This is an optimization exercise on Yosys and OpenROAD, whose aim is small area and few clock cycles per item, not a production implementation.

Design fp_mult_pipe, start of the top module:
module fp_mult_pipe #(
    parameter int EXP_W = 8,
    parameter int MAN_W = 23
) (
    input  logic                   clk,
    input  logic                   rst_n,
    input  logic                   in_valid,
    output logic                   in_ready,
    input  logic [EXP_W+MAN_W:0]   a,
    input  logic [EXP_W+MAN_W:0]   b,
    output logic                   out_valid,
    input  logic                   out_ready,
    output logic [EXP_W+MAN_W:0]   product,
    output logic [4:0]             flags
);
export LEC_CHECK = 0
export CAP_MARGIN = 20
export CORE_MARGIN = 2
export CORE_UTILIZATION = 40
export GPL_TIMING_DRIVEN = 0
export SETUP_SLACK_MARGIN = 0.05
export SLEW_MARGIN = 20
export SYNTH_HIERARCHICAL = 1
create_clock -name core_clock -period 7.5 [get_ports {clk}]
standard.sh (not shown) runs the stock make flow with config.mk's settings and CLKGATE_MAP_FILE= SYNTH_SCRIPT=/design/flow/synth_recipe.tcl, a recipe that flattens the netlist after the stock synthesis.
==> flow/flow/run.sh <==
#!/bin/bash
# Standard layout with two changes: the port buffers are buf_2 cells, and right
# after synthesis every combinational cell is set to its smallest drive strength
# (the standard repair steps then size up what timing and slew need).
set -euo pipefail
export BUFFER_PORTS_ARGS="-buffer_cell sky130_fd_sc_hd__buf_2"
bash standard.sh synth > synth.log 2>&1
DS_ODB="$PWD/orfs/results/$FLOW_PLATFORM/fp_mult_pipe/base/1_synth.odb" \
DS_LIB="$FLOW_HOME/platforms/$FLOW_PLATFORM/lib/sky130_fd_sc_hd__tt_025C_1v80.lib" \
DS_MAP="$PWD/flow/downsize_map.txt" \
  openroad -no_init -exit flow/downsize.tcl > downsize.log 2>&1
export SKIP_GATE_CLONING=1
bash standard.sh > standard.log 2>&1
Other scripts of this flow, unchanged in this note and not shown: flow/flow/downsize.tcl, flow/flow/downsize_map.txt
==> next run, changes <==
GPL_TIMING_DRIVEN = 1   (was 0)
Result: Worst setup slack improved by 0.066 ns. Sequential share of layout area rises by 0.19 points. Count of clock-buffer cells in the layout rises by 1. Synthesized cell count does not change. Worst hold slack got worse by 0.028 ns. Cell area falls by 3.0%. Die area is unchanged.
==> next run, changes <==
--- a/flow/flow/run.sh
+++ b/flow/flow/run.sh
@@ -11,3 +11,4 @@
   openroad -no_init -exit flow/downsize.tcl > downsize.log 2>&1
 export SKIP_GATE_CLONING=1
+export POST_GLOBAL_PLACE_TCL="$PWD/flow/post_gpl.tcl"
 bash standard.sh > standard.log 2>&1
==> flow/flow/post_gpl.tcl (new file) <==
# After timing-driven global placement: take out the buffers it inserted
# (the port buffers stay); the resize and CTS repair steps add back what
# slew, capacitance and timing need.
set bufs [get_cells -quiet place*]
puts "post_gpl: removing [llength $bufs] placement buffers"
if { [llength $bufs] > 0 } {
  remove_buffers $bufs
}
Outcome: Worst setup slack is better by 0.044 ns. Maximum frequency climbs by 0.60%. Wire length drops by 0.44%. Die area does not change. Critical path depth drops by 2. Hold slack is better by 0.052 ns. Final area drops by about 6%. Final cell count drops by 8.8%. Synthesized area does not change. Sequential share of layout area climbs by 0.43 points. Register-to-register slack is worse by 0.02 ns.
==> next run, changes <==
--- a/flow/flow/run.sh
+++ b/flow/flow/run.sh
@@ -11,4 +11,3 @@
   openroad -no_init -exit flow/downsize.tcl > downsize.log 2>&1
 export SKIP_GATE_CLONING=1
-export POST_GLOBAL_PLACE_TCL="$PWD/flow/post_gpl.tcl"
 bash standard.sh > standard.log 2>&1
SETUP_SLACK_MARGIN = 0.0   (was 0.05)
removed: flow/flow/post_gpl.tcl
Synthesized cell count stays the same.
Worst setup slack got worse by 0.040 ns.
Critical path depth climbs by 1.
Non-clock buffer count climbs by 236.
No functional check of the RTL was part of any run of this note.

* * *

== v46 ==
fp_mult_pipe, a different RTL version from the one above (not shown whole).
For scale: about 1,700 cells after synthesis, ~110 I/O pins, roughly 17,000 sq um of cells after synthesis.
export LEC_CHECK = 0
export CAP_MARGIN = 20
export CORE_MARGIN = 2
export CORE_UTILIZATION = 40
export GPL_TIMING_DRIVEN = 1
export SETUP_SLACK_MARGIN = 0.05
export SLEW_MARGIN = 20
export SYNTH_HIERARCHICAL = 1
create_clock -name core_clock -period 7.5 [get_ports {clk}]
==> flow/flow/run.sh <==
#!/bin/bash
# Standard layout with two changes: the port buffers are buf_2 cells, and right
# after synthesis every combinational cell is set to its smallest drive strength
# (the standard repair steps then size up what timing and slew need).
set -euo pipefail
export BUFFER_PORTS_ARGS="-buffer_cell sky130_fd_sc_hd__buf_2"
bash standard.sh synth > synth.log 2>&1
DS_ODB="$PWD/orfs/results/$FLOW_PLATFORM/fp_mult_pipe/base/1_synth.odb" \
DS_LIB="$FLOW_HOME/platforms/$FLOW_PLATFORM/lib/sky130_fd_sc_hd__tt_025C_1v80.lib" \
DS_MAP="$PWD/flow/downsize_map.txt" \
  openroad -no_init -exit flow/downsize.tcl > downsize.log 2>&1
export SKIP_GATE_CLONING=1
export GPL_KEEP_OVERFLOW=0
bash standard.sh > standard.log 2>&1
Other scripts of this flow, unchanged in this note and not shown: flow/flow/downsize.tcl, flow/flow/downsize_map.txt
v46 did not stop at any stage, and its layout met the timing, DRC and antenna checks.
Inputs modified between v46 and v42:
# v46
export LEC_CHECK = 0
export CAP_MARGIN = 20
export CORE_MARGIN = 2
export CORE_UTILIZATION = 40
export GPL_TIMING_DRIVEN = 1
export SETUP_SLACK_MARGIN = 0.05
export SLEW_MARGIN = 20
export SYNTH_HIERARCHICAL = 1
create_clock -name core_clock -period 7.5 [get_ports {clk}]
# v42
export LEC_CHECK = 0
export CAP_MARGIN = 20
export CORE_MARGIN = 2
export CORE_UTILIZATION = 30
export GPL_TIMING_DRIVEN = 1
export SETUP_SLACK_MARGIN = 0.05
export SLEW_MARGIN = 20
export SYNTH_HIERARCHICAL = 1
create_clock -name core_clock -period 7.5 [get_ports {clk}]
-- flow/flow/run.sh --
<<< v46, line 12
export SKIP_GATE_CLONING=1
export GPL_KEEP_OVERFLOW=0
bash standard.sh > standard.log 2>&1
>>> v42, line 12
export SKIP_GATE_CLONING=1
bash standard.sh > standard.log 2>&1
[summary]
Looking at minimum period implied by the final worst setup slack across v42 and v46, the one that comes out higher is v46.
Taking v46 as the reference, in v42 tapcell count up 164; wire length flat.
The last element of the critical path comes out p_r[40] in one run and p_r[41] in the other, namely in v46 and v42 respectively.
v42 against v46; global-route wire length before repair is down slightly.
Between v46 and v42, number of instances on the worst hold path increased.
Modified inputs, v41 compared to v42
# v42
export LEC_CHECK = 0
export CAP_MARGIN = 20
export CORE_MARGIN = 2
export CORE_UTILIZATION = 30
export GPL_TIMING_DRIVEN = 1
export SETUP_SLACK_MARGIN = 0.05
export SLEW_MARGIN = 20
export SYNTH_HIERARCHICAL = 1
create_clock -name core_clock -period 7.5 [get_ports {clk}]
# v41
export LEC_CHECK = 0
export CAP_MARGIN = 20
export CORE_MARGIN = 2
export CORE_UTILIZATION = 40
export GPL_TIMING_DRIVEN = 1
export SETUP_SLACK_MARGIN = 0.05
export SLEW_MARGIN = 20
export SYNTH_HIERARCHICAL = 1
create_clock -name core_clock -period 7.5 [get_ports {clk}]
-- flow/flow/run.sh --
<<< v42, line 12
export SKIP_GATE_CLONING=1
bash standard.sh > standard.log 2>&1
>>> v41, line 12
export SKIP_GATE_CLONING=1
export GLOBAL_PLACEMENT_ARGS="-timing_driven_nets_percentage 5"
bash standard.sh > standard.log 2>&1
Per the final summary, v41 finished and its layout is clean on timing, DRC and antenna. Between v42 and v41, the die span in y is lower for v41. v41 vs v42 — final worst-path cycle share dropped 1.3 points. Global-route wire length before repair delta (v41 − v42): favourable. Layout buffer count excluding clock buffers (lower): v41. Global-route usage in v41 is 5.1 points above v42. Ratio of routed vias to standard cells ended up 5.9% higher on v41 than on v42.
Input changes introduced in v52 (baseline for comparison: v41):
-- flow/flow/run.sh --
<<< v41, line 12
export SKIP_GATE_CLONING=1
export GLOBAL_PLACEMENT_ARGS="-timing_driven_nets_percentage 5"
bash standard.sh > standard.log 2>&1
>>> v52, line 12
export SKIP_GATE_CLONING=1
export POST_GLOBAL_PLACE_TCL="$PWD/flow/post_gpl.tcl"
bash standard.sh > standard.log 2>&1
==> flow/flow/post_gpl.tcl (new file) <==
# After timing-driven global placement: replace the buffers it inserted
# (the port buffers stay) by gain-based fanout buffering.
set bufs [get_cells -quiet place*]
puts "post_gpl: removing [llength $bufs] placement buffers"
if { [llength $bufs] > 0 } {
  remove_buffers $bufs
}
estimate_parasitics -placement
repair_design -buffer_gain 4 -verbose
==> notes.md <==
v41 did not stop at any stage, and its layout met the timing, DRC and antenna checks.
v52: aborted in global placement (3_3_place_gp) (tool error)
Taking v41 as the reference, in v52 initial core utilization ~0 delta; die boundary width ~0 delta; number of port buffers ~0 delta; synthesized area per cell ~0 delta.
As far as cell row count goes, v52 and v41 are indistinguishable; the numbers are identical.
Comparing v41 against v52, there is no change at all in synthesized net count.
From v41 to v52, synthesized cell count did not move at all.
Comparing v41 against v52, there is no change at all in synthesized area.
Function was not checked in any run of this note: the RTL went through the layout flow alone.

* * *

run 1:
Starting RTL as in the previous note.
==> flow/config.mk <==
export PLATFORM = sky130hd
export DESIGN_NAME = fp_mult_pipe
export DESIGN_NICKNAME = fp_mult_pipe
export VERILOG_FILES = /design/flow/design.v
export SDC_FILE = /design/flow/constraint.sdc
export NUM_CORES = 4
export LEC_CHECK = 0
export CAP_MARGIN = 20
export CORE_MARGIN = 2
export CORE_UTILIZATION = 40
export GPL_TIMING_DRIVEN = 1
export SETUP_SLACK_MARGIN = 0.05
export SLEW_MARGIN = 20
export SYNTH_HIERARCHICAL = 1
==> flow/constraint.sdc <==
create_clock -name core_clock -period 7.5 [get_ports {clk}]
set_input_delay 1.5000 -clock core_clock [delete_from_list [all_inputs] [get_ports {clk}]]
set_output_delay 1.5000 -clock core_clock [all_outputs]
set_load 0.01 [all_outputs]
==> flow/flow/run.sh <==
#!/bin/bash
# Standard layout with two changes: the port buffers are buf_2 cells, and right
# after synthesis every combinational cell is set to its smallest drive strength
# (the standard repair steps then size up what timing and slew need).
set -euo pipefail
export BUFFER_PORTS_ARGS="-buffer_cell sky130_fd_sc_hd__buf_2"
bash standard.sh synth > synth.log 2>&1
DS_ODB="$PWD/orfs/results/$FLOW_PLATFORM/fp_mult_pipe/base/1_synth.odb" \
DS_LIB="$FLOW_HOME/platforms/$FLOW_PLATFORM/lib/sky130_fd_sc_hd__tt_025C_1v80.lib" \
DS_MAP="$PWD/flow/downsize_map.txt" \
  openroad -no_init -exit flow/downsize.tcl > downsize.log 2>&1
export SKIP_GATE_CLONING=1
export POST_GLOBAL_PLACE_TCL="$PWD/flow/post_gpl.tcl"
bash standard.sh > standard.log 2>&1
==> flow/flow/post_gpl.tcl <==
# After timing-driven global placement: take out the buffers it inserted
# (the port buffers stay); the resize and CTS repair steps add back what
# slew, capacitance and timing need.
set bufs [get_cells -quiet place*]
puts "post_gpl: removing [llength $bufs] placement buffers"
if { [llength $bufs] > 0 } {
  remove_buffers $bufs
}
Other scripts of this flow, unchanged in this note and not shown: flow/flow/downsize.tcl, flow/flow/downsize_map.txt
Run 1 finished end to end and its layout was clean on timing, DRC and antenna.
Changes in run 2 relative to run 1:
- CTS_BUF_LIST newly set to sky130_fd_sc_hd__clkbuf_4
-- flow/flow/run.sh --
<<< run 1, line 13
export POST_GLOBAL_PLACE_TCL="$PWD/flow/post_gpl.tcl"
>>> run 2, line 13
removed: flow/flow/post_gpl.tcl
==> notes.md <==
Compared to run 1, the router laid down less metal wire for run 2.
Final critical-path share of the clock period (lower): run 2
Going from run 1 to run 2, the post-route minimum period was found to have gone down by 0.19 ns.
For the wire length of the first global-routing pass, run 2 came in 0.83% higher than run 1 did.
Lower setup slack at placement was reported by run 1, not run 2.
### run 2 -> run 3
- removing CTS_BUF_LIST (formerly sky130_fd_sc_hd__clkbuf_4)
-- flow/flow/run.sh --
<<< run 2, line 6
export BUFFER_PORTS_ARGS="-buffer_cell sky130_fd_sc_hd__buf_2"
>>> run 3, line 6
export BUFFER_PORTS_ARGS="-buffer_cell sky130_fd_sc_hd__buf_6"
==> comparison <==
- The number of antenna violations at the first check in global routing in run 3 sits 2 below the value recorded for run 2.
- Side by side, number of antenna cells inserted turned out lower in run 3 than in run 2.
- Worst slack at placement of run 3 is on par with run 2.
- The setup slack of run 3 is smaller than that of run 2.
- Between run 3 and run 2, the design area is higher for run 3.
- Diff run 3 and run 2: met1 wire length higher in run 2
- On run 3: wire length after detailed routing is 6.5% lower than what run 2 gave.
Inputs modified between run 3 and run 4:
-- flow/flow/run.sh --
<<< run 3, line 6
export BUFFER_PORTS_ARGS="-buffer_cell sky130_fd_sc_hd__buf_6"
>>> run 4, line 6
export BUFFER_PORTS_ARGS="-buffer_cell sky130_fd_sc_hd__buf_2"
<<< run 3, line 13
>>> run 4, line 13
export GPL_KEEP_OVERFLOW=0.3
Findings:
The higher share of the clock period used by the worst path of run 3 and run 4 is in run 3. From run 4 to run 3, total number of clock tree sinks did not move at all. Total length of routed met2 wires, run 3 and run 4, lower one = run 3. In run 4, post-layout minimum cycle time is lower than in run 3. Measured against each other, run 3 and run 4 differ in routed via count divided by cell count, the higher figure coming from run 3. Against run 3 as the reference, run 4 delivers a lower slew of the pin with the lowest slew margin. When run 4 is measured against run 3, its routing usage on met1 turns out 0.24 points higher. Looking at non-clock buffer share of cell area across run 3 and run 4, the one that comes out lower is run 3. Of the two candidates, run 3 has the better global-route wire length before repair and run 4 the worse one.
Here is what was changed in the inputs of run 5 compared with run 4.
-- flow/flow/run.sh --
<<< run 4, line 6
export BUFFER_PORTS_ARGS="-buffer_cell sky130_fd_sc_hd__buf_2"
>>> run 5, line 6
export BUFFER_PORTS_ARGS="-buffer_cell sky130_fd_sc_hd__buf_1"
<<< run 4, line 13
export GPL_KEEP_OVERFLOW=0.3
>>> run 5, line 13
--- outcome ---
Run 5 | stages: all done | timing, DRC, antenna: all pass
Relative to run 4, first-pass GRT wire length has gone down in run 5.
Post-layout net count | run 5 below run 4
Clock transition at the register clock pins on the worst setup and hold paths after CTS essentially unchanged between run 5 and run 4.
Final critical-path share of the clock period | run 5 above run 4
Function was not checked in any run of this note: the RTL went through the layout flow alone.

* * *

fp_mult_pipe again, from the RTL that the note above started with.
==> flow/config.mk <==
export PLATFORM = sky130hd
export DESIGN_NAME = fp_mult_pipe
export DESIGN_NICKNAME = fp_mult_pipe
export VERILOG_FILES = /design/flow/design.v
export SDC_FILE = /design/flow/constraint.sdc
export NUM_CORES = 4
export LEC_CHECK = 0
export CAP_MARGIN = 20
export CORE_MARGIN = 2
export CORE_UTILIZATION = 40
export GPL_TIMING_DRIVEN = 1
export SETUP_SLACK_MARGIN = 0.0
export SLEW_MARGIN = 20
export SYNTH_HIERARCHICAL = 1
==> flow/constraint.sdc <==
create_clock -name core_clock -period 7.5 [get_ports {clk}]
set_input_delay 1.5000 -clock core_clock [delete_from_list [all_inputs] [get_ports {clk}]]
set_output_delay 1.5000 -clock core_clock [all_outputs]
set_load 0.01 [all_outputs]
==> flow/flow/run.sh <==
#!/bin/bash
# Standard layout with two changes: the port buffers are buf_2 cells, and right
# after synthesis every combinational cell is set to its smallest drive strength
# (the standard repair steps then size up what timing and slew need).
set -euo pipefail
export BUFFER_PORTS_ARGS="-buffer_cell sky130_fd_sc_hd__buf_2"
bash standard.sh synth > synth.log 2>&1
DS_ODB="$PWD/orfs/results/$FLOW_PLATFORM/fp_mult_pipe/base/1_synth.odb" \
DS_LIB="$FLOW_HOME/platforms/$FLOW_PLATFORM/lib/sky130_fd_sc_hd__tt_025C_1v80.lib" \
DS_MAP="$PWD/flow/downsize_map.txt" \
  openroad -no_init -exit flow/downsize.tcl > downsize.log 2>&1
export SKIP_GATE_CLONING=1
export POST_GLOBAL_PLACE_TCL="$PWD/flow/post_gpl.tcl"
bash standard.sh > standard.log 2>&1
==> flow/flow/post_gpl.tcl <==
# After timing-driven global placement: take out the buffers it inserted
# (the port buffers stay); the resize and CTS repair steps add back what
# slew, capacitance and timing need.
set bufs [get_cells -quiet place*]
puts "post_gpl: removing [llength $bufs] placement buffers"
if { [llength $bufs] > 0 } {
  remove_buffers $bufs
}
Other scripts of this flow, unchanged in this note and not shown: flow/flow/downsize.tcl, flow/flow/downsize_map.txt
The first run finished clean.
Change:
--- a/flow/flow/run.sh
+++ b/flow/flow/run.sh
@@ -12,3 +12,2 @@
 export SKIP_GATE_CLONING=1
-export POST_GLOBAL_PLACE_TCL="$PWD/flow/post_gpl.tcl"
 bash standard.sh > standard.log 2>&1
--- a/flow/config.mk
+++ b/flow/config.mk
@@ -10,4 +10,5 @@
 export CORE_UTILIZATION = 40
+export GPL_ROUTABILITY_DRIVEN = 0
 export GPL_TIMING_DRIVEN = 1
-export SETUP_SLACK_MARGIN = 0.0
+export SETUP_SLACK_MARGIN = 0.05
 export SLEW_MARGIN = 20
removed: flow/flow/post_gpl.tcl
Global-route usage went up by 0.63 points.
Synthesized cell count is unchanged.
Count of clock-buffer cells in the layout climbs by 1.
Non-clock buffer count climbs by 184.
Change:
--- a/flow/flow/run.sh
+++ b/flow/flow/run.sh
@@ -5,3 +5,3 @@
 set -euo pipefail
-export BUFFER_PORTS_ARGS="-buffer_cell sky130_fd_sc_hd__buf_2"
+export BUFFER_PORTS_ARGS="-buffer_cell sky130_fd_sc_hd__buf_4"
 bash standard.sh synth > synth.log 2>&1
--- a/flow/config.mk
+++ b/flow/config.mk
@@ -10,3 +10,2 @@
 export CORE_UTILIZATION = 40
-export GPL_ROUTABILITY_DRIVEN = 0
 export GPL_TIMING_DRIVEN = 1
Effect: Worst setup slack gains 0.025 ns. Design area rises by 0.86%. Utilization rises by 0.39 points. Area after synthesis stays the same. Worst hold slack gains 0.017 ns. Flip-flop and latch count is unchanged. Fmax rises by 0.35%. Cell count falls by 0.62%. Clock skew hardly moves.
Change:
--- a/flow/flow/run.sh
+++ b/flow/flow/run.sh
@@ -5,3 +5,3 @@
 set -euo pipefail
-export BUFFER_PORTS_ARGS="-buffer_cell sky130_fd_sc_hd__buf_4"
+export BUFFER_PORTS_ARGS="-buffer_cell sky130_fd_sc_hd__buf_2"
 bash standard.sh synth > synth.log 2>&1
Result: The changed run produced a clean layout. Utilization fell by 0.21 points. Wire length goes up by about 2.8%. Non-clock buffer count goes up by 27. Maximum frequency came out lower by 0.57%. Cell area came out lower by 0.46%. Setup slack got worse by 0.041 ns. First-iteration DRC count rose by about 9%.
No functional check of the RTL was part of any run of this note.

-- what the ideal ports hide --
How much do the figures lean on ideal ports? The routed layouts below were timed once more, with nothing changed but the port constraints. Step 1 sets driving cells, clkbuf_16 on the clock port and buf_2 on the other inputs (assumed; they add their load-dependent delay and slew). Step 2 adds t to the input delays and takes it off the output delays; t is the mean of the earliest and latest rising clock arrival at the registers after step 1. Input paths then give back, and output paths get back, about the clock's delay inside the block. Slacks: no drivers / after step 1 / after step 2; pairs: no drivers / after step 1.
run	t, ns	setup WS [ns]	slew at the worst register clock pin (ns)	worst slew at a driven data input, ns	pins driven straight from the clock port
the first run of note 1	0.318	0.114 / 0.121 / -0.197	0.06 / 0.06	0.04	1
the second run of note 1	0.322	0.181 / 0.201 / -0.120	0.06 / 0.06	0.03	1
the third run of note 1	0.319	0.225 / -0.637 / -0.956	0.06 / 0.06	1.08	1
the fourth run of note 1	0.324	0.185 / 0.201 / -0.123	0.06 / 0.06	0.04	1
v46	0.323	0.212 / 0.187 / -0.136	0.06 / 0.06	0.08	1
v42	0.325	0.293 / 0.279 / -0.046	0.06 / 0.06	0.07	1
v41	0.323	0.390 / 0.387 / 0.064	0.06 / 0.06	0.05	1
run 1	0.320	0.154 / -0.817 / -1.137	0.06 / 0.06	1.20	1
run 2	0.390	0.343 / 0.348 / -0.042	0.12 / 0.12	0.06	1
run 3	0.319	0.296 / 0.301 / -0.018	0.06 / 0.06	0.10	1
run 4	0.326	0.337 / 0.361 / 0.035	0.07 / 0.07	0.05	1
run 5	0.323	0.230 / 0.244 / -0.079	0.06 / 0.06	0.06	1
the first run of note 4	0.321	0.244 / -0.778 / -1.098	0.06 / 0.06	1.20	1
the second run of note 4	0.322	0.309 / 0.323 / 0.001	0.06 / 0.06	0.06	1
the third run of note 4	0.320	0.334 / 0.350 / 0.030	0.06 / 0.06	0.09	1
the fourth run of note 4	0.321	0.293 / 0.306 / -0.015	0.06 / 0.06	0.06	1
With both steps, setup timing fails in 12 of these runs, where it was met with ideal ports. For the first run of note 4, which loses most, drivers alone change the setup slack by -1.022 ns; drivers and shift together by -1.342 ns.
